Context: an optimization exercise on an open-source flow, tuned for small area, a short achievable clock period and few clock cycles. The choices shown serve that exercise and are no tape-out recipe.
Where RTL was checked, it was by simulation tests only, not by an equivalence proof against the original.
The RTL of runs 1 and 2 was laid out without a check of its function.
Power is estimated from default activity; no workload was simulated.

==> design.v <==
`timescale 1ns / 1ps
`default_nettype none
package rctw_pkg;
  localparam int IN_TDATA_W  = 160;
  localparam int OUT_TDATA_W = 64;
  localparam int OUT_TUSER_W = 4;
  localparam int CFG_IDX_W   = 3;
  localparam int CFG_DATA_W  = 24;
  localparam int POS_W = 25;
  localparam logic [1:0] REGION_SKY   = 2'd0;
  localparam logic [1:0] REGION_WALL  = 2'd1;
  localparam logic [1:0] REGION_FLOOR = 2'd2;
endpackage
`default_nettype wire
`timescale 1ns / 1ps
`default_nettype none
module rctw_div (
  input  logic                      clk,
  input  logic                      rst_n,
  input  logic                      start,
  input  logic [8:0]                tex_width,
  input  logic [15:0]               line_height,
  input  logic [10:0]               draw_start,    
  input  logic [10:0]               half_height,   
  input  logic                      advance,       
  output logic                      busy,
  output logic                      busy_nxt,
  output logic                      prime,
  output logic [rctw_pkg::POS_W-1:0] position
);
  localparam int PW = rctw_pkg::POS_W;
  logic [4:0]    cnt_r;     
  logic [15:0]   div_r;
  logic [15:0]   rem_r;
  logic [PW-1:0] quo_r;     
  logic [16:0]   off_r;
  logic [PW-1:0] pos_r;
  logic          ph_sum;
  logic          ph_sub;
  logic          ph_div;
  logic          horner;
  logic [16:0]   trial;
  logic [16:0]   diff;
  logic          fits;
  logic [PW-1:0] add_a;
  logic [PW-1:0] add_b;
  logic [PW-1:0] pos_sum;
  logic [4:0] cnt_nxt;
  logic       ph_off;
  logic       busy_r;
  assign busy     = busy_r;
  assign cnt_nxt  = start ? 5'd1 : (!busy || prime) ? 5'd0 : cnt_r + 5'd1;
  assign busy_nxt = (cnt_nxt != 5'd0);
  assign trial = {rem_r, quo_r[PW-1]};
  assign diff  = trial - {1'b0, div_r};
  assign fits  = ~diff[16];
  always_comb begin
    if (ph_sum) begin
      add_a = {14'd0, draw_start};
      add_b = {10'd0, div_r[15:1]};    
    end else if (ph_sub) begin
      add_a = pos_r;
      add_b = ~{14'd0, half_height};
    end else if (horner) begin
      add_a = {pos_r[PW-2:0], 1'b0};
      add_b = quo_r[0] ? {{(PW-17){off_r[16]}}, off_r} : '0;
    end else begin
      add_a = pos_r;
      add_b = quo_r;
    end
  end
  logic [PW:0] pos_x;
  assign pos_x   = {add_a, 1'b1} + {add_b, ph_sub};
  assign pos_sum = pos_x[PW:1];
  always_ff @(posedge clk) begin
    if (!rst_n) begin
      cnt_r  <= '0;
      busy_r <= 1'b0;
      ph_sum <= 1'b0;
      ph_sub <= 1'b0;
      ph_off <= 1'b0;
      ph_div <= 1'b0;
      horner <= 1'b0;
      prime  <= 1'b0;
    end else begin
      cnt_r  <= cnt_nxt;
      busy_r <= busy_nxt;
      ph_sum <= (cnt_nxt == 5'd1);
      ph_sub <= (cnt_nxt == 5'd2);
      ph_off <= (cnt_nxt == 5'd3);
      ph_div <= (cnt_nxt >= 5'd3) && (cnt_nxt <= 5'd27);
      horner <= (cnt_nxt >= 5'd3) && (cnt_nxt <= 5'd28);
      prime  <= (cnt_nxt == 5'd29);
    end
  end
  always_ff @(posedge clk) begin
    if (start) begin
      quo_r <= {tex_width, 16'd0};
    end else if (ph_div) begin
      quo_r <= {quo_r[PW-2:0], fits};
    end
    if (busy || advance) begin
      pos_r <= pos_sum;
    end
  end
  always_ff @(posedge clk) begin
    if (start) begin
      div_r <= (line_height == 16'd0) ? 16'd1 : line_height;
      rem_r <= '0;
    end else if (ph_div) begin
      rem_r <= fits ? diff[15:0] : trial[15:0];
    end
    if (ph_off) begin
      off_r <= pos_r[16:0];
    end
  end
  assign position = pos_r;
endmodule
`default_nettype wire
`timescale 1ns / 1ps
`default_nettype none
module rctw_ctrl (
  input  logic        clk,
  input  logic        rst_n,
  input  logic        start,
  input  logic [23:0] perp,
  input  logic [17:0] dir,
  input  logic [15:0] pos_lo,
  input  logic [8:0]  tex_width,
  input  logic        mirror,
  input  logic        cnt_load,
  input  logic [11:0] cnt_value,
  input  logic        cnt_dec,
  output logic        cnt_one,
  output logic        busy,
  output logic        busy_nxt,
  output logic        tex_load,
  output logic [7:0]  tex_col
);
  logic [5:0]  st_r;       
  logic [23:0] a_r;
  logic [23:0] m_r;
  logic [17:0] q_r;
  logic [15:0] f_r;
  logic [8:0]  tw_r;
  logic        mir_r;
  logic [5:0]  st_nxt;
  logic        ph_mul_r;
  logic        ph_last_r;    
  logic        ph_frac_r;
  logic        ph_col_r;
  logic        ph_mirr_r;
  logic        bit_en;
  logic        sub;
  logic [23:0] opnd;
  logic [24:0] sum;
  logic [15:0] f_sum;
  logic        busy_r;
  assign busy     = busy_r;
  logic        ph_tex_r;
  assign st_nxt   = start ? 6'd1 : (!busy || ph_tex_r) ? 6'd0 : st_r + 6'd1;
  assign tex_load = ph_tex_r;
  assign busy_nxt = (st_nxt != 6'd0);
  always_ff @(posedge clk) begin
    if (!rst_n) begin
      st_r      <= '0;
      busy_r    <= 1'b0;
      ph_mul_r  <= 1'b0;
      ph_last_r <= 1'b0;
      ph_frac_r <= 1'b0;
      ph_col_r  <= 1'b0;
      ph_mirr_r <= 1'b0;
      ph_tex_r  <= 1'b0;
    end else begin
      st_r      <= st_nxt;
      busy_r    <= busy_nxt;
      ph_mul_r  <= (st_nxt >= 6'd1) && (st_nxt <= 6'd18);
      ph_last_r <= (st_nxt == 6'd18);
      ph_frac_r <= (st_nxt == 6'd19);
      ph_col_r  <= (st_nxt >= 6'd20) && (st_nxt <= 6'd35);
      ph_mirr_r <= (st_nxt == 6'd36);
      ph_tex_r  <= (st_nxt == 6'd37);
    end
  end
  assign sub    = ph_last_r || ph_mirr_r;
  assign bit_en = (ph_mul_r && q_r[0]) || (ph_col_r && f_r[0]) || ph_mirr_r;
  assign opnd   = bit_en ? (m_r ^ {24{sub}}) : 24'd0;
  logic [25:0] sum_x;
  assign sum_x  = {1'b0, a_r, 1'b1} + {1'b0, opnd, bit_en & sub};
  assign sum    = sum_x[25:1];
  assign f_sum   = f_r + (busy ? {a_r[13:0], q_r[17:16]} : 16'hFFFF);
  assign cnt_one = (f_r == 16'd1);
  always_ff @(posedge clk) begin
    if (start) begin
      a_r[7:0] <= '0;
    end else if (busy) begin
      if (ph_mul_r || ph_col_r) begin
        a_r[7:0] <= sum[8:1];
      end else if (ph_frac_r) begin
        a_r[7:0] <= '0;
      end else if (ph_mirr_r && mir_r) begin
        a_r[7:0] <= ~sum[7:0];
      end
    end
  end
  always_ff @(posedge clk) begin
    if (start) begin
      a_r[23:8] <= '0;
      m_r       <= perp;
      q_r       <= dir;
      f_r       <= pos_lo;
      tw_r      <= tex_width;
      mir_r     <= mirror;
    end else if (busy) begin
      if (ph_mul_r || ph_col_r) begin
        a_r[23:8] <= sum[24:9];
      end else if (ph_frac_r) begin
        a_r[23:8] <= '0;
      end
      if (ph_mul_r) begin
        q_r <= {sum[0], q_r[17:1]};
      end
      if (ph_frac_r) begin
        f_r <= f_sum;
        m_r <= {15'd0, tw_r};
      end else if (ph_col_r) begin
        f_r <= {1'b0, f_r[15:1]};
      end
    end else if (cnt_load) begin
      f_r <= {4'd0, cnt_value};
    end else if (cnt_dec) begin
      f_r <= f_sum;
    end
  end
  assign tex_col = a_r[7:0];
endmodule
`default_nettype wire
`timescale 1ns / 1ps
`default_nettype none
module rctw_datapath (
  input  logic                            clk,
  input  logic                            rst_n,
  input  logic                            cfg_we,
  input  logic [rctw_pkg::CFG_IDX_W-1:0]  cfg_index,
  input  logic [rctw_pkg::CFG_DATA_W-1:0] cfg_data,
  input  logic                            in_tvalid,
  input  logic                            in_tuser,
  input  logic [rctw_pkg::IN_TDATA_W-1:0] in_tdata,
  output logic                            in_tready,
  output logic                            out_valid,
  input  logic                            out_ready,
  output logic [21:0]                     pixel_addr,
  output logic [15:0]                     texel_index,
  output logic [23:0]                     flat_color,
  output logic [1:0]                      region,
  output logic [1:0]                      texture_id,
  output logic                            last_row
);
  logic [8:0]  tex_width_r;
  logic [8:0]  hmask_r;         
  logic [11:0] screen_width_r;
  logic [11:0] screen_height_r;
  logic [23:0] sky_color_r;
  logic [23:0] floor_color_r;
  logic        sw_write;
  assign sw_write = cfg_we && (cfg_index == 3'd2);
  always_ff @(posedge clk) begin
    if (!rst_n) begin
      tex_width_r     <= 9'd64;
      hmask_r         <= 9'd63;
      screen_width_r  <= 12'd640;
      screen_height_r <= 12'd480;
      sky_color_r     <= '0;
      floor_color_r   <= '0;
    end else if (cfg_we) begin
      case (cfg_index)
        3'd0: tex_width_r     <= cfg_data[8:0];
        3'd1: hmask_r         <= cfg_data[8:0] - 9'd1;
        3'd2: screen_width_r  <= cfg_data[11:0];
        3'd3: screen_height_r <= cfg_data[11:0];
        3'd4: sky_color_r     <= cfg_data;
        3'd5: floor_color_r   <= cfg_data;
        default: ;
      endcase
    end
  end
  logic in_tready_r;
  logic col_acc;
  logic row_acc;
  assign in_tready = in_tready_r;
  assign col_acc   = in_tvalid && in_tready_r && !in_tuser;
  assign row_acc   = in_tvalid && in_tready_r && in_tuser;
  logic [10:0] column_r;
  logic [10:0] ds_r;
  logic [10:0] de_r;
  logic [1:0]  tsel_r;
  logic [11:0] rc_r;
  logic        side;
  logic        rdx_neg;
  logic        rdy_neg;
  assign side    = in_tdata[115];
  assign rdx_neg = in_tdata[72];
  assign rdy_neg = in_tdata[90];
  logic       busy_a;
  logic       busy_b;
  logic       busy_a_nxt;
  logic       busy_b_nxt;
  logic [7:0] tex_col;
  logic [24:0] tex_pos;
  logic       cnt_load;
  logic       cnt_dec;
  logic       cnt_one;
  logic       advance;
  logic       prime;
  logic       tex_load;
  rctw_ctrl u_col (
    .clk       (clk),
    .rst_n     (rst_n),
    .start     (col_acc),
    .perp      (in_tdata[114:91]),
    .dir       (side ? in_tdata[72:55] : in_tdata[90:73]),
    .pos_lo    (side ? in_tdata[26:11] : in_tdata[48:33]),
    .tex_width (tex_width_r),
    .mirror    (side ? rdy_neg : !rdx_neg),
    .cnt_load  (cnt_load),
    .cnt_value (rc_r),
    .cnt_dec   (cnt_dec),
    .cnt_one   (cnt_one),
    .busy      (busy_a),
    .busy_nxt  (busy_a_nxt),
    .tex_load  (tex_load),
    .tex_col   (tex_col)
  );
  rctw_div u_step (
    .clk         (clk),
    .rst_n       (rst_n),
    .start       (col_acc),
    .tex_width   (tex_width_r),
    .line_height (in_tdata[131:116]),
    .draw_start  (ds_r),
    .half_height (screen_height_r[11:1]),
    .advance     (advance),
    .busy        (busy_b),
    .busy_nxt    (busy_b_nxt),
    .prime       (prime),
    .position    (tex_pos)
  );
  logic        active;
  logic        is_sky;
  logic        is_wall;
  logic [11:0] rc_inc;
  logic        wall_inc;
  logic [15:0] texel;
  assign rc_inc     = rc_r + 12'd1;
  logic        sky_r;
  logic        wall_r;
  logic        act_r;
  logic        sky_inc;
  logic        act_inc;
  logic        sh_write;
  logic        sh_dirty_r;
  logic        act_lt;
  logic        last_eq;
  assign active     = act_r;
  assign is_sky     = sky_r;
  assign is_wall    = wall_r;
  assign sky_inc    = rc_inc < {1'b0, ds_r};
  assign wall_inc   = !sky_inc && (rc_inc <= {1'b0, de_r});
  assign act_lt     = rc_inc < screen_height_r;
  assign last_eq    = (rc_inc == screen_height_r);
  assign act_inc    = !rc_inc[11] && act_lt;
  assign sh_write   = cfg_we && (cfg_index == 3'd3);
  logic [15:0] cs_s_r;
  logic [15:0] cs_c_r;
  logic [8:0]  u_r;
  logic        tex_dirty_r;
  logic        fresh_r;      
  logic        reprime;
  logic        cs_load;
  logic [8:0]  u_raw;
  logic [8:0]  u;
  logic [10:0] tw3_r;        
  logic        tex_wr_r;     
  logic [15:0] pp [6];
  logic [15:0] l1s, l1c, l2s, l2c, l3s, l3c, l4s, l4c;
  logic [31:0] t1, t2, t3, t4;
  function automatic logic [31:0] csa(input logic [15:0] a, input logic [15:0] b,
                                      input logic [15:0] c);
    logic [15:0] sm;
    logic [15:0] cy;
    sm = a ^ b ^ c;
    cy = (a & b) | (a & c) | (b & c);
    csa = {sm, cy[14:0], 1'b0};
  endfunction
  function automatic logic [15:0] pick(input logic [1:0] d, input logic [8:0] tw,
                                       input logic [10:0] tw3);
    case (d)
      2'd0:    pick = 16'd0;
      2'd1:    pick = {7'd0, tw};
      2'd2:    pick = {6'd0, tw, 1'b0};
      default: pick = {5'd0, tw3};
    endcase
  endfunction
  always_ff @(posedge clk) begin
    tw3_r <= {2'd0, tex_width_r} + {1'd0, tex_width_r, 1'b0};
  end
  assign u_raw = (reprime || tex_load) ? u_r : tex_pos[24:16];
  assign u     = u_raw & hmask_r;
  always_comb begin
    for (int i = 0; i < 4; i++) begin
      pp[i] = pick(u[2*i+1 -: 2], tex_width_r, tw3_r) << (2 * i);
    end
    pp[4] = u[8] ? {tex_width_r[7:0], 8'd0} : 16'd0;
    pp[5] = {8'd0, tex_col};
    t1  = csa(pp[0], pp[1], pp[2]);
    l1s = t1[31:16];
    l1c = t1[15:0];
    t2  = csa(pp[3], pp[4], pp[5]);
    l2s = t2[31:16];
    l2c = t2[15:0];
    t3  = csa(l1s, l1c, l2s);
    l3s = t3[31:16];
    l3c = t3[15:0];
    t4  = csa(l3s, l3c, l2c);
    l4s = t4[31:16];
    l4c = t4[15:0];
  end
  assign texel = cs_s_r + cs_c_r;
  logic        held_r;       
  logic        dirty_r;      
  logic        ff_r;         
  logic        o_valid_r;
  logic [21:0] o_addr_r;
  logic [15:0] o_texel_r;
  logic        o_sky_r;
  logic        o_wall_r;
  logic        o_floor_r;
  logic [1:0]  o_tsel_r;
  logic        o_last_r;
  logic        want;
  logic        can_gen;
  logic        fire;
  logic        held_nxt;
  logic        busy_nxt;
  logic        busy;
  logic        stall_nxt;
  logic        ff_step;
  logic        ff_begin;
  logic        ff_done;
  logic        rc_zero;
  assign rc_zero  = (rc_r == 12'd0);
  logic [21:0] addr_nxt;
  assign addr_nxt = (rc_zero || (dirty_r && !ff_r)) ? {11'd0, column_r}
                  : o_addr_r + {10'd0, screen_width_r};
  assign want     = (held_r || row_acc) && active;
  assign can_gen  = (!o_valid_r || out_ready) && !dirty_r && !tex_dirty_r && !sh_dirty_r
                 && !(is_wall && busy);
  assign fire     = want && can_gen;
  assign held_nxt = (held_r || row_acc) && (active || sh_dirty_r) && !can_gen;
  assign advance  = fire && is_wall;
  assign ff_begin = dirty_r && !ff_r && !busy_a && !col_acc;
  assign ff_step  = ff_r && !cnt_one && !col_acc;
  assign ff_done  = ff_r && cnt_one;
  assign cnt_load = ff_begin;
  assign cnt_dec  = ff_step;
  assign busy_nxt = busy_a_nxt || busy_b_nxt;
  assign busy     = busy_a || busy_b;
  always_comb begin
    if (col_acc) begin
      stall_nxt = (in_tdata[142:132] == 11'd0);
    end else if (fire) begin
      stall_nxt = busy_nxt && wall_inc;
    end else begin
      stall_nxt = busy_nxt && is_wall;
    end
  end
  always_ff @(posedge clk) begin
    if (!rst_n) begin
      in_tready_r <= 1'b1;
      held_r      <= 1'b0;
      dirty_r     <= 1'b0;
      ff_r        <= 1'b0;
      o_valid_r   <= 1'b0;
      column_r    <= '0;
      sky_r       <= 1'b0;
      sh_dirty_r  <= 1'b0;
      wall_r      <= 1'b1;
      act_r       <= 1'b1;
      ds_r        <= '0;
      de_r        <= '0;
      tsel_r      <= '0;
      rc_r        <= '0;
    end else begin
      in_tready_r <= !held_nxt && !stall_nxt;
      held_r      <= held_nxt;
      if (fire) begin
        o_valid_r <= 1'b1;
      end else if (out_ready) begin
        o_valid_r <= 1'b0;
      end
      if (col_acc) begin
        sky_r  <= (in_tdata[142:132] != 11'd0);
        wall_r <= (in_tdata[142:132] == 11'd0);
      end else if (fire) begin
        sky_r  <= sky_inc;
        wall_r <= wall_inc;
      end
      sh_dirty_r <= sh_write;
      if (col_acc) begin
        act_r <= (screen_height_r != 12'd0);
      end else if (sh_dirty_r) begin
        act_r <= !rc_r[11] && (act_lt || last_eq);
      end else if (fire) begin
        act_r <= act_inc;
      end
      if (col_acc) begin
        column_r <= in_tdata[10:0];
        ds_r     <= in_tdata[142:132];
        de_r     <= in_tdata[153:143];
        tsel_r   <= side ? {1'b0, !rdy_neg} : {1'b1, !rdx_neg};
        rc_r     <= '0;
      end else if (fire) begin
        rc_r     <= rc_inc;
      end
      if (sw_write) begin
        dirty_r <= 1'b1;
      end else if (col_acc || (ff_begin && rc_zero) || ff_done) begin
        dirty_r <= 1'b0;
      end
      if (col_acc || ff_done || sw_write) begin
        ff_r <= 1'b0;
      end else if (ff_begin && !rc_zero) begin
        ff_r <= 1'b1;
      end
    end
  end
  assign reprime = tex_dirty_r && !tex_wr_r && !busy_a && !busy_b;
  assign cs_load = advance || tex_load || reprime;
  always_ff @(posedge clk) begin
    if (!rst_n) begin
      tex_dirty_r <= 1'b0;
      tex_wr_r    <= 1'b0;
      fresh_r     <= 1'b1;
    end else begin
      tex_wr_r <= cfg_we && (cfg_index[2:1] == 2'd0);
      if (cfg_we && (cfg_index[2:1] == 2'd0)) begin
        tex_dirty_r <= 1'b1;
      end else if (reprime) begin
        tex_dirty_r <= 1'b0;
      end
      if (col_acc) begin
        fresh_r <= 1'b0;
      end
    end
  end
  always_ff @(posedge clk) begin
    if (cs_load) begin
      cs_s_r <= l4s;
      cs_c_r <= l4c;
    end
    if (advance || prime) begin
      u_r <= tex_pos[24:16];
    end
  end
  always_ff @(posedge clk) begin
    if (fire) begin
      o_addr_r  <= addr_nxt;
      o_texel_r <= (is_wall && !fresh_r) ? texel : 16'd0;
      o_sky_r   <= is_sky;
      o_wall_r  <= is_wall;
      o_floor_r <= !is_sky && !is_wall;
      o_tsel_r  <= tsel_r;
      o_last_r  <= last_eq;
    end else if ((ff_begin && !rc_zero) || ff_step) begin
      o_addr_r  <= addr_nxt;
    end
  end
  assign out_valid   = o_valid_r;
  assign pixel_addr  = o_addr_r;
  assign texel_index = o_texel_r;
  assign flat_color  = ({24{o_sky_r}} & sky_color_r) | ({24{o_floor_r}} & floor_color_r);
  assign region      = {o_floor_r, o_wall_r};
  assign texture_id  = o_tsel_r;
  assign last_row    = o_last_r;
endmodule
`default_nettype wire
`timescale 1ns / 1ps
`default_nettype none
module raycast_column_texture_walker_core #(
  parameter int FRAC_BITS = 16
) (
  input  logic                             clk,
  input  logic                             rst_n,
  input  logic                             cfg_valid,
  output logic                             cfg_ready,
  input  logic [rctw_pkg::CFG_IDX_W-1:0]   cfg_index,
  input  logic [rctw_pkg::CFG_DATA_W-1:0]  cfg_data,
  input  logic                             in_tvalid,
  output logic                             in_tready,
  input  logic [rctw_pkg::IN_TDATA_W-1:0]  in_tdata,
  input  logic                             in_tuser,
  output logic                             out_tvalid,
  input  logic                             out_tready,
  output logic [rctw_pkg::OUT_TDATA_W-1:0] out_tdata,
  output logic [rctw_pkg::OUT_TUSER_W-1:0] out_tuser,
  output logic                             out_tlast
);
  logic [21:0] pixel_addr;
  logic [15:0] texel_index;
  logic [23:0] flat_color;
  logic [1:0]  region;
  logic [1:0]  texture_id;
  assign cfg_ready = 1'b1;
  rctw_datapath u_dp (
    .clk         (clk),
    .rst_n       (rst_n),
    .cfg_we      (cfg_valid),
    .cfg_index   (cfg_index),
    .cfg_data    (cfg_data),
    .in_tvalid   (in_tvalid),
    .in_tuser    (in_tuser),
    .in_tdata    (in_tdata),
    .in_tready   (in_tready),
    .out_valid   (out_tvalid),
    .out_ready   (out_tready),
    .pixel_addr  (pixel_addr),
    .texel_index (texel_index),
    .flat_color  (flat_color),
    .region      (region),
    .texture_id  (texture_id),
    .last_row    (out_tlast)
  );
  assign out_tdata = {2'd0, flat_color, texel_index, pixel_addr};
  assign out_tuser = {texture_id, region};
endmodule
`default_nettype wire
==> flow/run.sh <==
#!/bin/bash
set -euo pipefail
MARGIN=$(cat flow/margin.txt)
sed -E "s/ SETUP_SLACK_MARGIN=[^ ]*//; s/CLKGATE_MAP_FILE= /CLKGATE_MAP_FILE= SETUP_SLACK_MARGIN=$MARGIN /" standard.sh > standard_margin.sh
grep -q "SETUP_SLACK_MARGIN=$MARGIN " standard_margin.sh
bash standard_margin.sh synth > make_synth.log 2>&1
bash standard_margin.sh finish > make_finish.log 2>&1
test -s out/final.def
==> flow/margin.txt <==
6.3
==> standard.sh <==
#!/bin/bash
# synth_recipe.tcl (not shown) runs the flow's synth.tcl, then flattens the netlist and writes it again
# the make line also repeats each setting of config.mk as NAME=value (left out here)
make -C /OpenROAD-flow-scripts/flow DESIGN_CONFIG=/design/flow/config.mk WORK_HOME=/design/flow/orfs CLKGATE_MAP_FILE= SYNTH_SCRIPT=/design/flow/synth_recipe.tcl "${@:-finish}"
==> config.mk <==
export PLATFORM = sky130hd
export DESIGN_NAME = raycast_column_texture_walker_core
export DESIGN_NICKNAME = raycast_column_texture_walker_core
export VERILOG_FILES = /design/flow/design.v
export SDC_FILE = /design/flow/constraint.sdc
export NUM_CORES = 4
export LEC_CHECK = 0
export CAP_MARGIN = 20
export CORE_MARGIN = 2
export CORE_UTILIZATION = 60
export SLEW_MARGIN = 20
==> constraint.sdc <==
create_clock -name core_clock -period 10.0 [get_ports {clk}]
set_input_delay 2.0000 -clock core_clock [delete_from_list [all_inputs] [get_ports {clk}]]
set_output_delay 2.0000 -clock core_clock [all_outputs]
set_load 0.01 [all_outputs]
==> qor.csv, run 1 <==
metric,value,unit
status,finished clean,
path_class,reg2out,
drc,0,
drv_slew,0,
clockBufferDepth,3,
p_sw_share,30.8,%
hold_class,reg2reg,
worst_setup_path_end_kind,primary output,
drtIter0Drc,1946,
grt_pass1_wl,117000,microns
final_common_cell,nand2_1,
clock_latency,610,ps
grt_pass1_vias,22500,
dr.pass1.iters,6,
synth.avg_cell_area,8.93,sq um
start_kind,flip-flop,
syn_area,27400,sq um
reg2reg_slack,6420,ps
groute.usage.overall,30.8,%
routed_wl,76200,microns
irDropWorstVdd,141,uV
seq_power_share,40.1,%
yosysUniqueCellTypes,91,
dp.final_hpwl,51300,microns
wl_per_cell,19.5,microns
dieArea,47500,sq um
cts_root_buf,clkbuf_16,
num_vias,23700,
p_leak,13.2,nW
async_flop_share,0,%
p_clk_share,33.2,%
gp_congestion,0.922,
rr_endpoint,u_dp.u_step.pos_r[24],
area_growth,19.4,%
critPathCapture,out_tdata[42],
synth_flop_cell,dfxtp_1,
max_freq,0.266,GHz
period_needed,3750,ps
slew_headroom,32.9,%
viasPerCell,6.06,
nets,3667,
grt_max_degree,104,
p_int,4.02,mW
power_density,177,nW/um^2
ys_seq_area_share,41.4,%
synth_edf_count,218,
die_w,218,microns
r2r_start,u_dp.u_step.horner,
hold_viol,0,
start_util,60.6,%
final-setup-viol-count,0,
cts_tree,built,
netSwitchingPower,1.79,mW
instances_no_fill,3912,
cts_made_buffers,51,
num_io_pins,265,
path_clk_slew,60,ps
io_buffers,243,
path_max_fanout,12,
clock_sinks,459,
rsz0062_at_grt,true,
fin_crit_sh,37.5,%
synth_seq_cells,459,
path_cells,buf_6 -> a22o_1 -> dlygate4sd2_1,
comb_power_share,26.6,%
reg2regPathDepth,13,
finalSetupTns,0,ps
drive_above_1_share,7.95,%
cpPeakStageDelay,430,ps
cp.arrival,1750,ps
worst_pin_slew,1010,ps
crit_slowest_cell,edfxtp_1,
num_rows,78,
crit_path_start,u_dp.o_sky_r,
chipHeight,218,microns
yosysWarnings,4,
overflow,0,
skew,27.2,ps
ant_nets,0,
cap_viol_max_count,0,
netlist_instances,3073,
htreeDepth,2,
core-area,45300,sq um
layout_common_cells,"nand2_1 (500), a21oi_1 (294), dfxtp_1 (234)",
dpl.cell_count,3756,
required,8000,ps
antenna_found_initial,4,
synthesized netlist by cell type, drive strengths merged, types with 27 or more instances:
library cell	number	area, sq um
nand2	508	1910
a21oi	300	1510
dfxtp	241	4820
edfxtp	218	6550
nor2	202	758
o21ai	177	886
ha	175	2190
clkbuf	158	594
inv	137	514
mux2i	135	1350
xnor2	71	622
xor2	71	622
nand3	67	335
nor3	52	280
nand2b	45	282
and2	42	264
a31oi	34	213
fa	33	661
nor2b	33	209
buf	27	140
worst min path at each step:
stage                        startpoint                to  depth (start not counted)
global route             u_dp.tsel_r[1]  u_dp.o_tsel_r[1]                          0
CTS                      u_dp.tsel_r[1]  u_dp.o_tsel_r[1]                          0
floorplan           u_dp.tex_width_r[0]     u_dp.tw3_r[0]                          0
global placement         u_dp.tsel_r[1]  u_dp.o_tsel_r[1]                          0
finish                   u_dp.tsel_r[1]  u_dp.o_tsel_r[1]                          0
detailed placement       u_dp.tsel_r[0]  u_dp.o_tsel_r[0]                          0
registers in the layout (all words and copies together) (netlist names), 17 cells and up:
signal,flops
u_dp.u_step.pos_r,25
u_dp.u_col.m_r,24
u_dp.u_step.quo_r,25
u_dp.o_addr_r,22
u_dp.sky_color_r,24
u_dp.u_col.a_r,24
u_dp.u_col.q_r,18
u_dp.floor_color_r,24
u_dp.u_step.off_r,17
worst max-delay path: cells and delay by family (launching register included):
kind	cells	cell delay, ps
buffers and inverters	2	470
DFF	1	430
AOI/OAI and AO/OA	1	250
metrics by stage:
step                hold WS, ps  utilization (%)  instance area, sq um  power, mW  setup slack, ps
floorplan                   376                -                 27500       3.36             5990
global placement            416             66.5                 30100       3.72             4840
detailed placement          419             66.5                 30100       3.77             4810
CTS                         434             71.2                 32200       5.74             6250
global route                440             72.4                 32800       6.07             6180
finish                      432             72.4                 32800       5.81             6250
routing by layer:
layer  up-vias  wire [microns]  GRT usage (%)
li1      11200               -              -
met1     11300           31700           40.4
met2      1002           35100           50.8
met3       198            6630           6.07
met4         0            2730           11.0
met5         -               0              0
power by group through the flow:
stage               clock network (mW)  logic [mW]  registers [mW]
finish                            1.93        1.55            2.33
global route                      2.02        1.71            2.34
CTS                               1.95        1.46            2.33
detailed placement                   0        1.40            2.37
global placement                     0        1.35            2.37
floorplan                            0        1.04            2.32
layout make-up:
cell class / count / area [sq um]
multi-input combinational: 2298 / 15200
sequential: 459 / 11400
clock inverter: 23 / 255
clock buffer: 73 / 1450
inverter: 139 / 567
tap: 600 / 751
antenna: 3 / 7.51
timing repair inverter: 2 / 16.3
timing repair buffer: 315 / 3150
fill: 3435 / 12500
kinds of logic after synthesis:
logic type      count (synthesis)  share of synthesized area [%]
other cells                     2                         0.0274
flops                         459                           41.4
fa+ha+maj                     208                           10.4
simple gates                 1074                           17.9
buf+inv                       324                           4.58
mux                           143                           5.25
compound gates                721                           15.9
xor+xnor                      142                           4.53
timing repair:
item / 4_1_cts / 5_1_grt
endpoints found under the setup margin: 333 / 148
pin swaps: 8 / 24
resized for setup: 123 / 53
buffers inserted: 14 / 28
hold buffers: 0 / 0
cloned: 5 / 10
==> run 2, diff against run 1 <==
==> flow/margin.txt (replaced) <==
6.5
--- a/config.mk
+++ b/config.mk
@@ -10,2 +10,4 @@
 export CORE_UTILIZATION = 60
+export CTS_BUF_LIST = sky130_fd_sc_hd__clkbuf_8
+export CTS_CLUSTER_SIZE = 20
 export SLEW_MARGIN = 20
==> run 2 against run 1 <==
Maximum frequency shrank 1.9%; total power down 0.20%; combinational power hardly changed; cell area is 0.95% higher; critical path depth unchanged; wire length increased by 2.3%; global-route usage is 1.3 points higher; largest power group unchanged; critical path type unchanged; register-to-register slack improved by 20 ps; non-clock buffer count grew 13; die area did not move; utilization up 0.69 points; via count up 0.17%; still clean.
==> qor.csv, run 2 <==
metric,value,unit
status,finished clean,
period_needed,3830,ps
layout_common_cells,"nand2_1 (498), a21oi_1 (280), dfxtp_1 (230)",
synth_top_area_share,23.9,%
num_vias,23700,
grt.met2_usage,52.7,%
drc,0,
use_met1,43.2,%
min_from,u_dp.tsel_r[0],
clockBufferDepth,3,
num_io_pins,265,
synth_edf_count,218,
grt_use_met3,4.66,%
clock_sinks,459,
chipHeight,218,microns
htreeDepth,3,
slew_headroom,36.6,%
grt_max_degree,105,
path_class,reg2out,
viasPerCell,5.97,
ant_nets,0,
synth_flop_cell,dfxtp_1,
hold_class,reg2reg,
grt_pass1_wl,121000,microns
cts_root_buf,clkbuf_8,
routed_wl,78000,microns
worst_pin_slew,950,ps
instances_no_fill,3973,
skew,27.1,ps
final_common_cell,nand2_1,
syn_area,27400,sq um
place_ws,4550,ps
dpl.cell_count,3753,
top_regs,"u_dp.u_step.pos_r (25), u_dp.u_step.quo_r (25)",
dp.final_hpwl,51700,microns
min_to,u_dp.o_tsel_r[0],
synth.avg_cell_area,8.93,sq um
ys_seq_area_share,41.4,%
yosysMostFrequentCell,nand2_1,
crit_path_start,u_dp.o_sky_r,
rr_endpoint,u_dp.cs_s_r[7],
r2r_start,u_dp.u_step.busy_r,
synth_area_leader_cell,edfxtp_1,
reg2regPathDepth,14,
groute.usage.overall,32.1,%
netlist_instances,3073,
reg2reg_slack,6440,ps
max_freq,0.261,GHz
hold_slack,434,ps
worstHoldPathCells,0,
dieArea,47500,sq um
drtIter0Drc,2006,
finalPower,5.80,mW
gp_congestion,0.929,
io_buffers,243,
finalSetupTns,0,ps
synth.area.top_cells,"edfxtp_1 (24%), dfxtp_1 (18%), ha_1 (8.0%), nand2_1 (6.9%), a21oi_1 (5.5%)",
post-route-util,73.1,%
antenna_found_initial,3,
cts_made_buffers,80,
num_rows,78,
required,8000,ps
drv_slew,0,
hold_viol,0,
final-setup-viol-count,0,
fin_ws,6170,ps
yosysUniqueCellTypes,91,
start_kind,flip-flop,
synth_commonest_cells,"nand2_1 (508), a21oi_1 (299), dfxtp_1 (241)",
area_growth,20.6,%
path_max_fanout,12,
cts_tree,built,
nets,3705,
grt-busiest-layer,met2,
overflow,0,
placed_area,30200,sq um
power_density,175,nW/um^2
postCtsHoldBufs,0,
cp.arrival,1830,ps
core-area,45300,sq um
async_flop_share,0,%
path_clk_slew,60,ps
grt_pass1_vias,22800,
fin_crit_sh,38.3,%
p_leak,13.5,nW
stdcell_area,33100,sq um
clock_latency,670,ps
die_w,218,microns
drive_above_1_share,10.3,%
synth_seq_cells,459,
start_util,60.6,%
cap_viol_max_count,0,
rsz0062_at_grt,true,
wl_per_cell,19.6,microns
yosysWarnings,4,
dr.pass1.iters,5,
worst_setup_path_end_kind,primary output,
irDropWorstVdd,137,uV
run 2: changes by cell type in the layout (fill, tap and decap cells not counted), moves of 12 or more:
cell and delta:
a21oi_1 -14, a21oi_2 +14, buf_4 +12, clkbuf_1 -15, clkbuf_16 -55, clkbuf_8 +88, clkdlybuf4s50_1 -48, dlygate4sd2_1 +58
inv_1 +31
run 2: layout make-up:
cell class | instances | area, sq um
Antenna cell | 3 | 7.51
Clock buffer | 92 | 1270
Clock inverter | 56 | 488
Fill cell | 3467 | 12200
Inverter | 139 | 567
Multi-Input combinational cell | 2294 | 15400
Sequential cell | 459 | 11400
Tap cell | 600 | 751
Timing Repair Buffer | 328 | 3180
Timing Repair inverter | 2 | 21.3
run 2: worst max path at each step:
stage	cells after the start	slack, ps	endpoint
4_1_cts	3	6170	out_tdata[43]
2_1_floorplan	6	5990	u_dp.o_addr_r[0]
6_report	3	6170	out_tdata[47]
3_3_place_gp	9	4600	u_dp.in_tready_r
3_5_place_dp	9	4550	u_dp.in_tready_r
5_1_grt	3	6130	out_tdata[43]
run 2: timing repair:
| action | CTS | global route |
|---|---|---|
| pin swaps | 17 | 34 |
| cloned | 10 | 2 |
| setup buffers | 38 | 19 |
| gates resized for setup | 167 | 75 |
| endpoints found under the setup margin | 377 | 202 |
run 2: kinds of logic (layout without fill, tap and decap cells):
family | Yosys count | count (layout) | synth area share, %
muxes | 143 | 143 | 5.25
AOI/OAI and AO/OA | 721 | 721 | 15.9
other | 2 | 6 | 0.0274
adders and majority gates | 208 | 208 | 10.4
xor gates and xnor gates | 142 | 142 | 4.53
buffers and inverters | 324 | 617 | 4.58
and+or+nand+nor | 1074 | 1077 | 17.9
DFF | 459 | 459 | 41.4
run 2: layer usage:
layer	up-vias	routed length [microns]	share of wire [%]
met2	973	36600	47
li1	11300	-	-
met4	0	2550	3.3
met3	170	5780	7.4
met5	-	0	0
met1	11300	33100	42
run 2: critical path, cell delays in order, from the launching register on:
cell,delay (ps)
edfxtp_1,420
buf_6,180
a22o_1,240
dlygate4sd2_1,300
run 2: power breakdown:
group          switching (mW)  internal (mW)
sequential              0.129           2.20
clock                   0.809           1.08
combinational           0.897          0.684
total                    1.83           3.96
==> run 3, diff against run 2 <==
--- a/design.v
+++ b/design.v
@@ -139,3 +139,3 @@
 );
-  logic [5:0]  st_r;       
+  logic [4:0]  st_r;       
   logic [23:0] a_r;
@@ -146,8 +146,10 @@
   logic        mir_r;
-  logic [5:0]  st_nxt;
-  logic        ph_mul_r;
+  logic [4:0]  st_nxt;
+  logic        busy_r;
+  logic        ph_shift_r;   
   logic        ph_last_r;    
-  logic        ph_frac_r;
-  logic        ph_col_r;
-  logic        ph_mirr_r;
+  logic        ph_frac_r;    
+  logic        ph_twm_r;     
+  logic        ph_mirr_r;    
+  logic        ph_tex_r;     
   logic        bit_en;
@@ -156,28 +158,28 @@
   logic [24:0] sum;
+  logic [25:0] sum_x;
   logic [15:0] f_sum;
-  logic        busy_r;
   assign busy     = busy_r;
-  logic        ph_tex_r;
-  assign st_nxt   = start ? 6'd1 : (!busy || ph_tex_r) ? 6'd0 : st_r + 6'd1;
+  assign st_nxt   = start ? 5'd1 : (!busy || ph_tex_r) ? 5'd0 : st_r + 5'd1;
+  assign busy_nxt = (st_nxt != 5'd0);
   assign tex_load = ph_tex_r;
-  assign busy_nxt = (st_nxt != 6'd0);
   always_ff @(posedge clk) begin
     if (!rst_n) begin
-      st_r      <= '0;
-      busy_r    <= 1'b0;
-      ph_mul_r  <= 1'b0;
-      ph_last_r <= 1'b0;
-      ph_frac_r <= 1'b0;
-      ph_col_r  <= 1'b0;
-      ph_mirr_r <= 1'b0;
-      ph_tex_r  <= 1'b0;
+      st_r       <= '0;
+      busy_r     <= 1'b0;
+      ph_shift_r <= 1'b0;
+      ph_last_r  <= 1'b0;
+      ph_frac_r  <= 1'b0;
+      ph_twm_r   <= 1'b0;
+      ph_mirr_r  <= 1'b0;
+      ph_tex_r   <= 1'b0;
     end else begin
-      st_r      <= st_nxt;
-      busy_r    <= busy_nxt;
-      ph_mul_r  <= (st_nxt >= 6'd1) && (st_nxt <= 6'd18);
-      ph_last_r <= (st_nxt == 6'd18);
-      ph_frac_r <= (st_nxt == 6'd19);
-      ph_col_r  <= (st_nxt >= 6'd20) && (st_nxt <= 6'd35);
-      ph_mirr_r <= (st_nxt == 6'd36);
-      ph_tex_r  <= (st_nxt == 6'd37);
+      st_r       <= st_nxt;
+      busy_r     <= busy_nxt;
+      ph_shift_r <= ((st_nxt >= 5'd1) && (st_nxt <= 5'd18))
+                 || ((st_nxt >= 5'd20) && (st_nxt <= 5'd28));
+      ph_last_r  <= (st_nxt == 5'd18);
+      ph_frac_r  <= (st_nxt == 5'd19);
+      ph_twm_r   <= (st_nxt == 5'd28);
+      ph_mirr_r  <= (st_nxt == 5'd29);
+      ph_tex_r   <= (st_nxt == 5'd30);
     end
@@ -185,5 +187,4 @@
   assign sub    = ph_last_r || ph_mirr_r;
-  assign bit_en = (ph_mul_r && q_r[0]) || (ph_col_r && f_r[0]) || ph_mirr_r;
+  assign bit_en = (ph_shift_r && q_r[0]) || ph_mirr_r;
   assign opnd   = bit_en ? (m_r ^ {24{sub}}) : 24'd0;
-  logic [25:0] sum_x;
   assign sum_x  = {1'b0, a_r, 1'b1} + {1'b0, opnd, bit_en & sub};
@@ -193,12 +194,8 @@
   always_ff @(posedge clk) begin
-    if (start) begin
-      a_r[7:0] <= '0;
-    end else if (busy) begin
-      if (ph_mul_r || ph_col_r) begin
-        a_r[7:0] <= sum[8:1];
-      end else if (ph_frac_r) begin
-        a_r[7:0] <= '0;
-      end else if (ph_mirr_r && mir_r) begin
-        a_r[7:0] <= ~sum[7:0];
-      end
+    if (start || ph_frac_r) begin
+      a_r <= '0;
+    end else if (ph_shift_r) begin
+      a_r <= sum[24:1];
+    end else if (ph_mirr_r && mir_r) begin
+      a_r[14:7] <= ~sum[14:7];
     end
@@ -207,22 +204,17 @@
     if (start) begin
-      a_r[23:8] <= '0;
-      m_r       <= perp;
-      q_r       <= dir;
-      f_r       <= pos_lo;
-      tw_r      <= tex_width;
-      mir_r     <= mirror;
+      m_r   <= perp;
+      q_r   <= dir;
+      f_r   <= pos_lo;
+      tw_r  <= tex_width;
+      mir_r <= mirror;
     end else if (busy) begin
-      if (ph_mul_r || ph_col_r) begin
-        a_r[23:8] <= sum[24:9];
-      end else if (ph_frac_r) begin
-        a_r[23:8] <= '0;
-      end
-      if (ph_mul_r) begin
+      if (ph_shift_r) begin
         q_r <= {sum[0], q_r[17:1]};
+      end else if (ph_frac_r) begin
+        q_r <= {9'd0, tw_r};
       end
       if (ph_frac_r) begin
-        f_r <= f_sum;
-        m_r <= {15'd0, tw_r};
-      end else if (ph_col_r) begin
-        f_r <= {1'b0, f_r[15:1]};
+        m_r <= {8'd0, f_sum};
+      end else if (ph_twm_r) begin
+        m_r <= {8'd0, tw_r, 7'd0};
       end
@@ -234,3 +226,3 @@
   end
-  assign tex_col = a_r[7:0];
+  assign tex_col = a_r[14:7];
 endmodule
==> flow/margin.txt (replaced) <==
6.3
--- a/config.mk
+++ b/config.mk
@@ -10,4 +10,2 @@
 export CORE_UTILIZATION = 60
-export CTS_BUF_LIST = sky130_fd_sc_hd__clkbuf_8
-export CTS_CLUSTER_SIZE = 20
 export SLEW_MARGIN = 20
==> run 3 against run 2 <==
Clock-buffer cell count shrank 18; hold slack gained 30 ps; still clean; synthesized area shrank 0.79%; sequential share of layout area grew 0.59 points; global-route usage shrank 0.90 points; die area shrank 0.78%; non-clock buffer count shrank 20; sequential power shrank 2%; maximum frequency grew 0.65%; highest routed layer unchanged; cell area shrank 1.9%; flip-flop and latch count shrank 1; register-to-register slack lost 20 ps.
==> qor.csv, run 3 <==
metric,value,unit
async_flop_share,0,%
yosysUniqueCellTypes,73,
grt_use_met3,5.19,%
ant_nets,0,
max_freq,0.263,GHz
gp_congestion,0.916,
dp.final_hpwl,50600,microns
path_clk_slew,60,ps
area_growth,19.2,%
critPathCapture,out_tdata[45],
final_common_cell,nand2_1,
fin_ws,6200,ps
grt.met2_usage,52.0,%
use_met1,41.2,%
drtIter0Drc,1737,
drv_slew,0,
routed_wl,74900,microns
fin_crit_sh,38.0,%
drc,0,
clock_sinks,458,
yosysWarnings,4,
grt_pass1_vias,21900,
nets,3557,
place_ws,4210,ps
netlist_instances,2964,
seqCellArea,11400,sq um
grt_max_degree,110,
slew_headroom,28.9,%
rsz0062_at_grt,true,
rr_endpoint,u_dp.cs_s_r[8],
layout_common_cells,"nand2_1 (462), dfxtp_1 (232), edfxtp_1 (218)",
syn_area,27200,sq um
path_cells,buf_12 -> a22o_1 -> dlygate4sd2_1,
clockBufferDepth,3,
finalSetupTns,0,ps
path_max_fanout,11,
dieArea,47100,sq um
ys_seq_area_share,41.7,%
top_regs,"u_dp.u_step.pos_r (25), u_dp.u_step.quo_r (25)",
drive_above_1_share,7.91,%
worstHoldPathCells,2,
crit_slowest_cell,edfxtp_1,
synth_flop_cell,dfxtp_1,
overflow,0,
num_io_pins,265,
start_kind,flip-flop,
power_density,169,nW/um^2
grt-busiest-layer,met2,
synth_area_leader_cell,edfxtp_1,
hold_class,reg2reg,
status,finished clean,
path_class,reg2out,
skew,18.5,ps
crit_path_start,u_dp.o_sky_r,
reg2reg_slack,6420,ps
stdcell_area,32500,sq um
cpPeakStageDelay,450,ps
instances_no_fill,3800,
core-area,45100,sq um
reg2regPathDepth,11,
cap_viol_max_count,0,
synth_seq_cells,458,
num_vias,22600,
groute.usage.overall,31.2,%
htreeDepth,2,
hold_viol,0,
grt_pass1_wl,117000,microns
clock_latency,620,ps
die_w,217,microns
num-fill-cells,3425,
synth.area.top_cells,"edfxtp_1 (24%), dfxtp_1 (18%), ha_1 (8.0%), nand2_1 (6.5%), mux2i_1 (4.9%)",
cts_tree,built,
cts_root_buf,clkbuf_16,
synth.avg_cell_area,9.19,sq um
wl_per_cell,19.7,microns
worst_setup_path_end_kind,primary output,
r2r_start,u_dp.u_step.busy_r,
synth_commonest_cells,"nand2_1 (471), dfxtp_1 (240), edfxtp_1 (218)",
final-setup-viol-count,0,
dr.pass1.iters,5,
viasPerCell,5.94,
synth_top_area_share,24.0,%
chipHeight,217,microns
worst_pin_slew,1060,ps
synth_edf_count,218,
num_rows,78,
yosysMostFrequentCell,nand2_1,
io_buffers,243,
cts_made_buffers,50,
start_util,60.4,%
dpl.cell_count,3657,
period_needed,3800,ps
multi_input_area,15100,sq um
required,8000,ps
p_leak,13.0,nW
hold_slack,464,ps
irDropWorstVdd,133,uV
placed_area,29900,sq um
cp.arrival,1800,ps
antenna_found_initial,2,
run 3: changes by cell type after synthesis, sizes merged, moves of 13 or more:
cell | before | now
nand2 | 508 | 471
clkbuf | 158 | 134
a21boi | 8 | 117
inv | 137 | 124
nor2b | 33 | 46
a21oi | 300 | 169
o21ai | 177 | 142
a211oi | 20 | 40
buf | 27 | 40
run 3: worst max-delay path, delay by kind of cell, from the launching register on:
| family | cells | cell delay (ps) |
|---|---|---|
| flip-flops | 1 | 450 |
| AO/OA/AOI/OAI | 1 | 250 |
| buffers and inverters | 2 | 470 |
run 3: logic make-up after synthesis:
group           synth area share [%]
xor+xnor                        5.11
buf+inv                         4.22
compound gates                  16.5
flops                           41.7
other cells                   0.0276
fa+ha+maj                       10.5
mux                             5.30
simple gates                    16.7
run 3: routing by layer:
metal  up-vias  share of wire [%]
met3       145                6.8
met1     10700                 43
met4         0                3.1
li1      10900                  -
met2       824                 47
met5         -                  0
run 3: final cells by class:
class / count / share of cell area [%]
inverter: 124 / 1.48
timing repair inverter: 1 / 0.0270
clock buffer: 74 / 4.58
timing repair buffer: 308 / 9.50
clock inverter: 20 / 0.594
antenna: 2 / 0.0154
tap: 600 / 2.31
multi-input combinational: 2213 / 46.5
sequential: 458 / 35.0
run 3: per-stage QoR:
step	power (mW)	util, %
after CTS	5.45	71.1
after global routing	5.72	72.0
after detailed placement	3.54	66.4
after global placement	3.50	66.4
final	5.48	72.0
after floorplan	3.16	-
run 3: worst min path at each step:
stage,end,startpoint
6_report,u_dp.floor_color_r[11],u_dp.floor_color_r[11]
3_5_place_dp,u_dp.o_tsel_r[1],u_dp.tsel_r[1]
3_3_place_gp,u_dp.o_tsel_r[1],u_dp.tsel_r[1]
4_1_cts,u_dp.o_tsel_r[1],u_dp.tsel_r[1]
5_1_grt,u_dp.o_tsel_r[1],u_dp.tsel_r[1]
2_1_floorplan,u_dp.tw3_r[0],u_dp.tex_width_r[0]
run 3: repair_timing:
action	4_1_cts	5_1_grt
pin swaps	16	11
endpoints found under the setup margin	361	121
endpoints found under the hold margin	0	0
buffers inserted	21	15
hold buffers	0	0
resized for setup	146	43
cloned	7	1
run 3: report_power, final:
group	switching (mW)	total, mW	internal, mW
clock network	0.789	1.87	1.08
logic	0.744	1.32	0.579
registers	0.113	2.28	2.17
total	1.65	5.48	3.83
Testbench counts of run 3, summed over its fixed seeds: cycles 27,984.
==> run 4, diff against run 3 <==
==> flow/margin.txt (replaced) <==
6.5
==> run 4 against run 3 <==
Sequential power hardly changed; largest power group unchanged; hold slack lost 26 ps; worst setup slack lost 30 ps; clock-buffer cell count down 6; die area stayed put; cell area rose by 2.6%; still clean on timing, DRC and antenna; flip-flop and latch count unchanged; register-to-register slack worse by 40 ps; utilization increased by 1.9 points; wire length up 4.7%; total power increased by 3.1%.
==> qor.csv, run 4 <==
metric,value,unit
status,finished clean,
cts_root_buf,clkbuf_16,
antenna_found_initial,3,
clock_latency,600,ps
gp_congestion,0.943,
layout_common_cells,"nand2_1 (460), dfxtp_1 (227), edfxtp_1 (218)",
path_max_fanout,4,
grt_pass1_wl,118000,microns
yosys.area_share.simple,16.7,%
max_freq,0.261,GHz
final-setup-viol-count,0,
dpl.cell_count,3653,
yosysMostFrequentCell,nand2_1,
num_io_pins,265,
synth_top_family_by_area,simple AND/OR/NAND/NOR gates,
cap_viol_max_count,0,
wl_met3,5210,microns
yosysUniqueCellTypes,73,
path_class,reg2out,
power_density,170,nW/um^2
drc,0,
grt_pass1_vias,22500,
drive_above_1_share,10.9,%
wl_met1,32800,microns
start_util,60.4,%
synth_seq_cells,458,
required,8000,ps
worst_setup_path_end_kind,primary output,
cts_tree,built,
p_leak,13.5,nW
cts_made_buffers,49,
die_w,217,microns
core-area,45100,sq um
final_common_cell,nand2_1,
dr_wl_met2,37000,microns
groute.usage.overall,31.6,%
path_clk_slew,70,ps
io_buffers,243,
synth.avg_cell_area,9.19,sq um
htreeDepth,2,
synth_area_leader_cell,edfxtp_1,
instances_no_fill,3848,
synth_top_area_share,24.0,%
ant_nets,0,
hold_viol,0,
cp.arrival,1830,ps
slew_headroom,34.1,%
synth_mux_area_share,5.30,%
drtIter0Drc,1796,
area_growth,22.3,%
place_ws,4790,ps
postCtsHoldBufs,0,
clock_sinks,458,
fin_ws,6170,ps
finalSetupTns,0,ps
routed_wl,78400,microns
dp.final_hpwl,50900,microns
wl_per_cell,20.4,microns
chipHeight,217,microns
netlist_instances,2964,
viasPerCell,6.05,
skew,21.3,ps
clockBufferDepth,3,
dieArea,47100,sq um
yosysWarnings,4,
grt_max_degree,87,
nets,3606,
ys_seq_area_share,41.7,%
irDropWorstVdd,137,uV
dr.pass1.iters,6,
num_rows,78,
drv_slew,0,
placed_area,29900,sq um
overflow,0,
yosys.area_share.adder,10.5,%
rsz0062_at_grt,true,
synth_flop_cell,dfxtp_1,
synth_edf_count,218,
hold_class,reg2reg,
synth_commonest_cells,"nand2_1 (471), dfxtp_1 (240), edfxtp_1 (218)",
async_flop_share,0,%
stdcell_area,33300,sq um
worst_pin_slew,987,ps
synth-compound-area-share,16.5,%
routed.top_layer,met4,
num_vias,23300,
fin_crit_sh,38.3,%
syn_area,27200,sq um
synth-xor-area-share,5.11,%
synth.area.top_cells,"edfxtp_1 (24%), dfxtp_1 (18%), ha_1 (8.0%), nand2_1 (6.5%), mux2i_1 (4.9%)",
period_needed,3830,ps
start_kind,flip-flop,
top_regs,"u_dp.u_step.pos_r (25), u_dp.u_step.quo_r (25)",
## run 4: cell count changes in the layout (fill, tap and decap cells not counted), sizes merged, moves of 4 or more
cell,change
buf,+51
clkdlybuf4s50,-32
dlygate4sd2,+24
clkbuf,-4
clkdlybuf4s15,-4
## run 4: cells by family after synthesis
group                      Yosys count
DFF                                458
other                                2
buffers and inverters              298
adders and majority gates          208
muxes                              143
AOI/OAI and AO/OA                  685
xor gates and xnor gates           159
and+or+nand+nor                   1011
## run 4: where the power goes
| group | switching, mW | internal [mW] |
|---|---|---|
| Sequential | 0.113 | 2.17 |
| Combinational | 0.786 | 0.624 |
| Clock | 0.783 | 1.17 |
| Total | 1.68 | 3.97 |
## run 4: critical path, stage by stage, from the launching register on
cell and delay, ps:
edfxtp_1 450, buf_12 170, buf_8 130, buf_6 120, a22o_1 230, buf_2 150
## run 4: through the flow
stage / util [%] / power (mW) / hold slack [ps]
6_report: 73.9 / 5.65 / 438
5_1_grt: 73.9 / 5.87 / 461
4_1_cts: 72.2 / 5.56 / 437
3_5_place_dp: 66.4 / 3.54 / 423
3_3_place_gp: 66.4 / 3.49 / 414
2_1_floorplan: - / 3.16 / 376
## run 4: path summary, 6_finish.rpt
kind / from / end / slack, ps / depth (start not counted)
worst max-delay path: u_dp.o_sky_r / out_tdata[45] / 6170 / 5
worst min-delay path: u_dp.tsel_r[1] / u_dp.o_tsel_r[1] / 440 / 0
worst max register to register: u_dp.u_step.horner / u_dp.u_step.pos_r[24] / 6380 / 13
worst min register to register: u_dp.tsel_r[1] / u_dp.o_tsel_r[1] / 440 / 0
## run 4: area by class of cell
| type | count | area [sq um] |
|---|---|---|
| antenna | 3 | 7.51 |
| clock buffer | 68 | 1490 |
| clock inverter | 23 | 259 |
| fill | 3326 | 11800 |
| inverter | 124 | 485 |
| multi-input combinational | 2215 | 15400 |
| sequential | 458 | 11400 |
| tap | 600 | 751 |
| timing repair buffer | 354 | 3520 |
| timing repair inverter | 3 | 22.5 |
## run 4: metal layers
| metal | vias to the layer above | GRT usage [%] |
|---|---|---|
| li1 | 10900 | - |
| met1 | 11200 | 40.7 |
| met2 | 927 | 52.4 |
| met3 | 212 | 5.23 |
| met4 | 0 | 14.2 |
| met5 | - | 0 |
## run 4: what timing repair did
action | 4_1_cts | 5_1_grt
gates cloned | 15 | 3
hold endpoints to repair | 0 | 0
buffers inserted | 44 | 38
pin swaps | 28 | 42
setup endpoints to repair | 426 | 178
gates resized for setup | 249 | 87
==> run 5, diff against run 4 <==
==> flow/run.sh (replaced) <==
#!/bin/bash
# Standard layout (the standard.sh: standard synthesis, ORFS floorplan to
# finish, same SDC), with two make settings added on its command line:
#  * BUFFER_PORTS_ARGS from flow/ports.txt: the cell buffer_ports puts on every
#    input and output port (it still buffers every port).
# Each make run's full output goes to its own log here.
set -euo pipefail
MARGIN=$(cat flow/margin.txt)
PORTBUF=$(cat flow/ports.txt)
sed -E "s/ SETUP_SLACK_MARGIN=[^ ]*//; s/CLKGATE_MAP_FILE= /CLKGATE_MAP_FILE= SETUP_SLACK_MARGIN=$MARGIN 'BUFFER_PORTS_ARGS=-buffer_cell $PORTBUF' /" standard.sh > standard_margin.sh
grep -q "SETUP_SLACK_MARGIN=$MARGIN " standard_margin.sh
bash standard_margin.sh synth > make_synth.log 2>&1
bash standard_margin.sh finish > make_finish.log 2>&1
test -s out/final.def
==> flow/margin.txt (replaced) <==
6.8
==> flow/ports.txt (new file) <==
sky130_fd_sc_hd__buf_2
==> run 5 against run 4 <==
Sequential power about the same; via count rose by 1.5%; hold slack improved by 8.4 ps.
==> qor.csv, run 5 <==
metric,value,unit
grt_pass1_vias,22600,
irDropWorstVdd,185,uV
synth_top_area_share,24.0,%
ys_seq_area_share,41.7,%
rr_endpoint,u_dp.cs_s_r[10],
grt-busiest-layer,met2,
crit_family,flip-flops,
clock_sinks,458,
reg2reg_slack,6430,ps
netlist_instances,2964,
num_vias,23600,
syn_area,27200,sq um
dpl.cell_count,3652,
drc,0,
grt_use_met3,4.78,%
drive_above_1_share,23.1,%
dr.pass1.iters,5,
hold_viol,0,
wl_per_cell,20.3,microns
chipHeight,217,microns
layout_common_cells,"nand2_1 (455), buf_2 (242), dfxtp_1 (222)",
postCtsHoldBufs,0,
clockBufferDepth,3,
reg2regPathDepth,13,
synth_seq_cells,458,
nets,3686,
path_clk_slew,60,ps
min_from,u_dp.tsel_r[0],
hold_class,reg2reg,
dp.final_hpwl,50300,microns
grt_max_degree,110,
groute.usage.overall,32.4,%
max_freq,0.275,GHz
area_growth,22.9,%
routed_wl,79800,microns
path_class,reg2out,
yosysWarnings,4,
synth.area.top_cells,"edfxtp_1 (24%), dfxtp_1 (18%), ha_1 (8.0%), nand2_1 (6.5%), mux2i_1 (4.9%)",
fin_crit_sh,36.4,%
num-fill-cells,3270,
viasPerCell,6.02,
overflow,0,
required,8000,ps
crit_slowest_cell,edfxtp_1,
grt.met2_usage,53.8,%
instances_no_fill,3929,
gp_congestion,0.957,
ant_nets,0,
clock_latency,620,ps
grt_pass1_wl,121000,microns
final_common_cell,nand2_1,
cp.arrival,1640,ps
num_rows,78,
cts_tree,built,
worstHoldPathCells,0,
htreeDepth,2,
synth_commonest_cells,"nand2_1 (471), dfxtp_1 (240), edfxtp_1 (218)",
finalSetupTns,0,ps
synth_flop_cell,dfxtp_1,
cts_made_buffers,50,
rsz0062_at_grt,true,
status,finished clean,
multi_input_area,16000,sq um
final-setup-viol-count,0,
seqCellArea,11400,sq um
skew,24.4,ps
synth.avg_cell_area,9.19,sq um
synth_edf_count,218,
drv_slew,0,
dieArea,47100,sq um
worst_pin_slew,1030,ps
path_cells,buf_6 -> a22o_1 -> buf_2,
p_leak,13.8,nW
cap_viol_max_count,0,
r2r_start,u_dp.u_step.busy_r,
worst-path-buf-inv,2,
cts_root_buf,clkbuf_16,
drtIter0Drc,1871,
io_buffers,243,
num_io_pins,265,
path_max_fanout,12,
top_regs,"u_dp.u_step.pos_r (25), u_dp.u_step.quo_r (25)",
yosysUniqueCellTypes,73,
yosysMostFrequentCell,nand2_1,
die_w,217,microns
cpPeakStageDelay,420,ps
core-area,45100,sq um
async_flop_share,0,%
worst_setup_path_end_kind,primary output,
min_to,u_dp.o_tsel_r[0],
use_met1,42.4,%
slew_headroom,31.0,%
crit_path_start,u_dp.o_sky_r,
synth_area_leader_cell,edfxtp_1,
period_needed,3640,ps
start_util,60.4,%
antenna_found_initial,4,
start_kind,flip-flop,
power_density,170,nW/um^2
==> run 5: cell count changes in the layout (fill, tap and decap cells not counted), moves of 13 or more <==
cell and change:
a21oi_1 -17, a21oi_2 +15, buf_2 +224, buf_4 +64, clkdlybuf4s50_1 -180, dlygate4sd2_1 -29, fa_1 -17, fa_2 +17
ha_1 -13
==> run 5: per-layer routing <==
| layer | share of wire (%) | up-vias |
|---|---|---|
| met4 | 4.2 | 4 |
| met5 | 0.029 | - |
| met1 | 42 | 11300 |
| met3 | 7.0 | 216 |
| met2 | 47 | 959 |
| li1 | - | 11100 |
==> run 5: where the power goes <==
| group | switching, mW | internal (mW) |
|---|---|---|
| Combinational | 0.837 | 0.649 |
| Clock | 0.807 | 1.10 |
| Sequential | 0.113 | 2.17 |
| Total | 1.76 | 3.92 |
==> run 5: what timing repair did <==
item | CTS | global route
gates resized for setup | 187 | 151
gates cloned | 14 | 2
endpoints found under the setup margin | 406 | 174
pin swaps | 65 | 92
buffers inserted | 111 | 54
==> run 5: worst max path at each step <==
stage | to | depth (start not counted) | slack, ps
after floorplan | u_dp.hmask_r[7] | 7 | 6600
after global placement | u_dp.u_col.ph_mirr_r | 9 | 5190
after detailed placement | u_dp.u_col.ph_mirr_r | 9 | 5090
after CTS | out_tdata[54] | 3 | 6370
after global routing | u_dp.cs_s_r[7] | 14 | 6310
final | out_tdata[48] | 3 | 6360
==> run 5: layout make-up <==
| cell class | count | area share (%) |
|---|---|---|
| diodes | 2 | 0.0150 |
| multi-input cells | 2215 | 47.9 |
| repair inverters | 3 | 0.0748 |
| flip-flops and latches | 458 | 34.1 |
| clock buffers | 71 | 4.47 |
| clock inverters | 23 | 0.591 |
| repair buffers | 433 | 9.12 |
| well taps | 600 | 2.24 |
| inverters | 124 | 1.52 |
==> run 5: logic make-up after synthesis <==
family,after synthesis,share of synthesized area [%]
simple gates,1011,16.7
compound gates,685,16.5
flops,458,41.7
buf+inv,298,4.22
fa+ha+maj,208,10.5
xor+xnor,159,5.11
mux,143,5.30
other cells,2,0.0276
==> run 5: through the flow <==
step / hold slack [ps] / util (%) / instance area [sq um] / setup slack, ps / power (mW)
2_1_floorplan: 376 / - / 27600 / 6600 / 3.18
3_3_place_gp: 419 / 64.0 / 28800 / 5190 / 3.45
3_5_place_dp: 422 / 64.0 / 28800 / 5090 / 3.49
4_1_cts: 436 / 71.8 / 32400 / 6370 / 5.55
5_1_grt: 460 / 74.2 / 33500 / 6310 / 5.89
6_report: 446 / 74.2 / 33500 / 6360 / 5.68
==> run 6, diff against run 5 <==
==> flow/margin.txt (replaced) <==
6.3
==> run 6 against run 5 <==
Cell count fell by 3.5%; maximum frequency fell by 0.11%; synthesized area did not move; flip-flop and latch count did not move; critical path depth did not move; wire length fell by 9.0%; synthesized cell count did not move; utilization fell by 5.4 points; clock power fell by 3%; hold slack got worse by 11 ps; via count fell by 5.1%; worst setup slack got worse by 3.9 ps; critical path type unchanged.
==> qor.csv, run 6 <==
metric,value,unit
status,finished clean,
wl_met1,31300,microns
final_common_cell,nand2_1,
die_w,217,microns
p_leak,12.9,nW
final-setup-viol-count,0,
clock_sinks,458,
synth.area.top_cells,"edfxtp_1 (24%), dfxtp_1 (18%), ha_1 (8.0%), nand2_1 (6.5%), mux2i_1 (4.9%)",
fin_ws,6360,ps
synth_edf_count,218,
num_vias,22400,
synth_area_leader_cell,edfxtp_1,
ant_nets,0,
yosysUniqueCellTypes,73,
yosysWarnings,4,
instances_no_fill,3790,
worstHoldPathCells,0,
layout_common_cells,"nand2_1 (465), buf_2 (243), dfxtp_1 (232)",
syn_area,27200,sq um
grt_pass1_wl,114000,microns
hold_class,reg2reg,
ys_seq_area_share,41.7,%
clockBufferDepth,3,
top_regs,"u_dp.u_step.pos_r (25), u_dp.u_step.quo_r (25)",
rsz0062_at_grt,true,
synth_top_area_share,24.0,%
fin_crit_sh,36.4,%
path_clk_slew,60,ps
synth_flop_cell,dfxtp_1,
dp.final_hpwl,49600,microns
cts_root_buf,clkbuf_16,
nets,3548,
drv_slew,0,
num_io_pins,265,
place_ws,4960,ps
synth_seq_cells,458,
cp.arrival,1640,ps
clock_latency,600,ps
grt_max_degree,92,
synth.avg_cell_area,9.19,sq um
wl_met3,4730,microns
grt_pass1_vias,21300,
netlist_instances,2964,
dieArea,47100,sq um
cts_made_buffers,50,
postCtsHoldBufs,0,
placed_area,28700,sq um
start_kind,flip-flop,
routed_wl,72600,microns
path_class,reg2out,
htreeDepth,2,
yosysMostFrequentCell,nand2_1,
cap_viol_max_count,0,
finalSetupTns,0,ps
worst_pin_slew,1090,ps
viasPerCell,5.92,
dpl.cell_count,3653,
gp_congestion,0.912,
worst_setup_path_end_kind,primary output,
dr_wl_met2,34600,microns
drc,0,
power_density,173,nW/um^2
hold_viol,0,
start_util,60.4,%
slew_headroom,26.9,%
io_buffers,243,
synth_commonest_cells,"nand2_1 (471), dfxtp_1 (240), edfxtp_1 (218)",
async_flop_share,0,%
irDropWorstVdd,144,uV
core-area,45100,sq um
path_max_fanout,8,
reg2regPathDepth,11,
max_freq,0.274,GHz
area_growth,13.9,%
wl_per_cell,19.2,microns
cts_tree,built,
required,8000,ps
dr.pass1.iters,5,
drtIter0Drc,1855,
post-route-util,68.8,%
skew,19.4,ps
overflow,0,
period_needed,3640,ps
drive_above_1_share,14.3,%
antenna_found_initial,1,
stdcell_area,31000,sq um
groute.usage.overall,30.1,%
num_rows,78,
routed.top_layer,met4,
chipHeight,217,microns
==> run 6: changes by cell type in the layout (fill, tap and decap cells not counted), sizes merged, moves of 4 or more <==
cell,delta
clkinvlp,-5
bufbuf,-4
buf,-132
clkbuf,+6
==> run 6: layout make-up <==
cell class	instances	area [sq um]
inverter	124	485
sequential	458	11400
antenna	1	2.50
clock inverter	17	154
multi-input combinational	2215	15000
clock buffer	77	1480
timing repair buffer	297	1730
tap	600	751
timing repair inverter	1	5.00
fill	3678	14100
==> run 6: metal layers <==
metal  vias to the layer above  track usage [%]
met2                       772             50.6
met4                         0             9.34
met1                     10700             40.5
met5                         -                0
met3                       131             4.28
li1                      10800                -
==> run 6: worst paths after layout <==
check                                   startpoint  slack (ps)          endpoint
worst max-delay path                  u_dp.o_sky_r        6360     out_tdata[45]
worst max register to register  u_dp.u_step.busy_r        6390    u_dp.cs_s_r[8]
worst min-delay path                u_dp.tsel_r[0]         440  u_dp.o_tsel_r[0]
worst min register to register      u_dp.tsel_r[0]         440  u_dp.o_tsel_r[0]
==> run 6: cells by family after synthesis <==
kind of cell    synth area share, %
buf+inv                        4.22
simple gates                   16.7
flops                          41.7
other cells                  0.0276
fa+ha+maj                      10.5
mux                            5.30
xor+xnor                       5.11
compound gates                 16.5
==> run 6: through the flow <==
stage	power, mW	hold slack, ps
6_report	5.37	435
5_1_grt	5.61	436
4_1_cts	5.35	436
3_5_place_dp	3.48	424
3_3_place_gp	3.44	417
2_1_floorplan	3.16	376
==> run 6: where the power goes <==
part           internal [mW]  total (mW)  switching, mW
Clock                   1.07        1.85          0.772
Combinational          0.511        1.24          0.731
Sequential              2.17        2.28          0.110
Total                   3.76        5.37           1.61
==> run 6: repair_timing <==
item	CTS	global route
endpoints found under the setup margin	214	65
gates cloned	6	2
resized for setup	35	45
pin swaps	4	6
setup buffers	19	15
==> run 6: worst max-delay path, stage by stage, from the launching register on <==
cell and delay (ps):
edfxtp_1 430, buf_4 210, a22o_1 260, buf_2 140

static timing again, ports no longer ideal:
Ports are ideal in the flow. The routed layouts listed here were re-timed in OpenROAD. Step 1 sets driving cells, clkbuf_16 on the clock port and buf_2 on the other inputs (assumed; they add their load-dependent delay and slew). Step 2 moves the port delays by t, midway between the first and last clock arrival at a register: inputs arrive t later, outputs are due t later. That takes back most of the time a late clock gives input paths. a / b / c = no drivers / after step 1 / after step 2; a / b = the first two.
| run | t (ns) | setup WS [ns] | pins driven straight from the clock port |
|---|---|---|---|
| run 1 | 0.658 | 6.246 / 6.188 / 5.665 | 1 |
| run 2 | 0.719 | 6.173 / 6.116 / 5.840 | 1 |
| run 3 | 0.665 | 6.198 / 6.140 / 5.689 | 1 |
| run 4 | 0.649 | 6.168 / 6.107 / 5.944 | 1 |
| run 5 | 0.667 | 6.360 / 6.299 / 6.179 | 1 |
| run 6 | 0.651 | 6.356 / 6.297 / 5.741 | 1 |
After both steps every run listed still meets setup and hold. For run 6, which loses most, drivers alone change the setup slack by -0.059 ns; drivers and shift together by -0.615 ns.
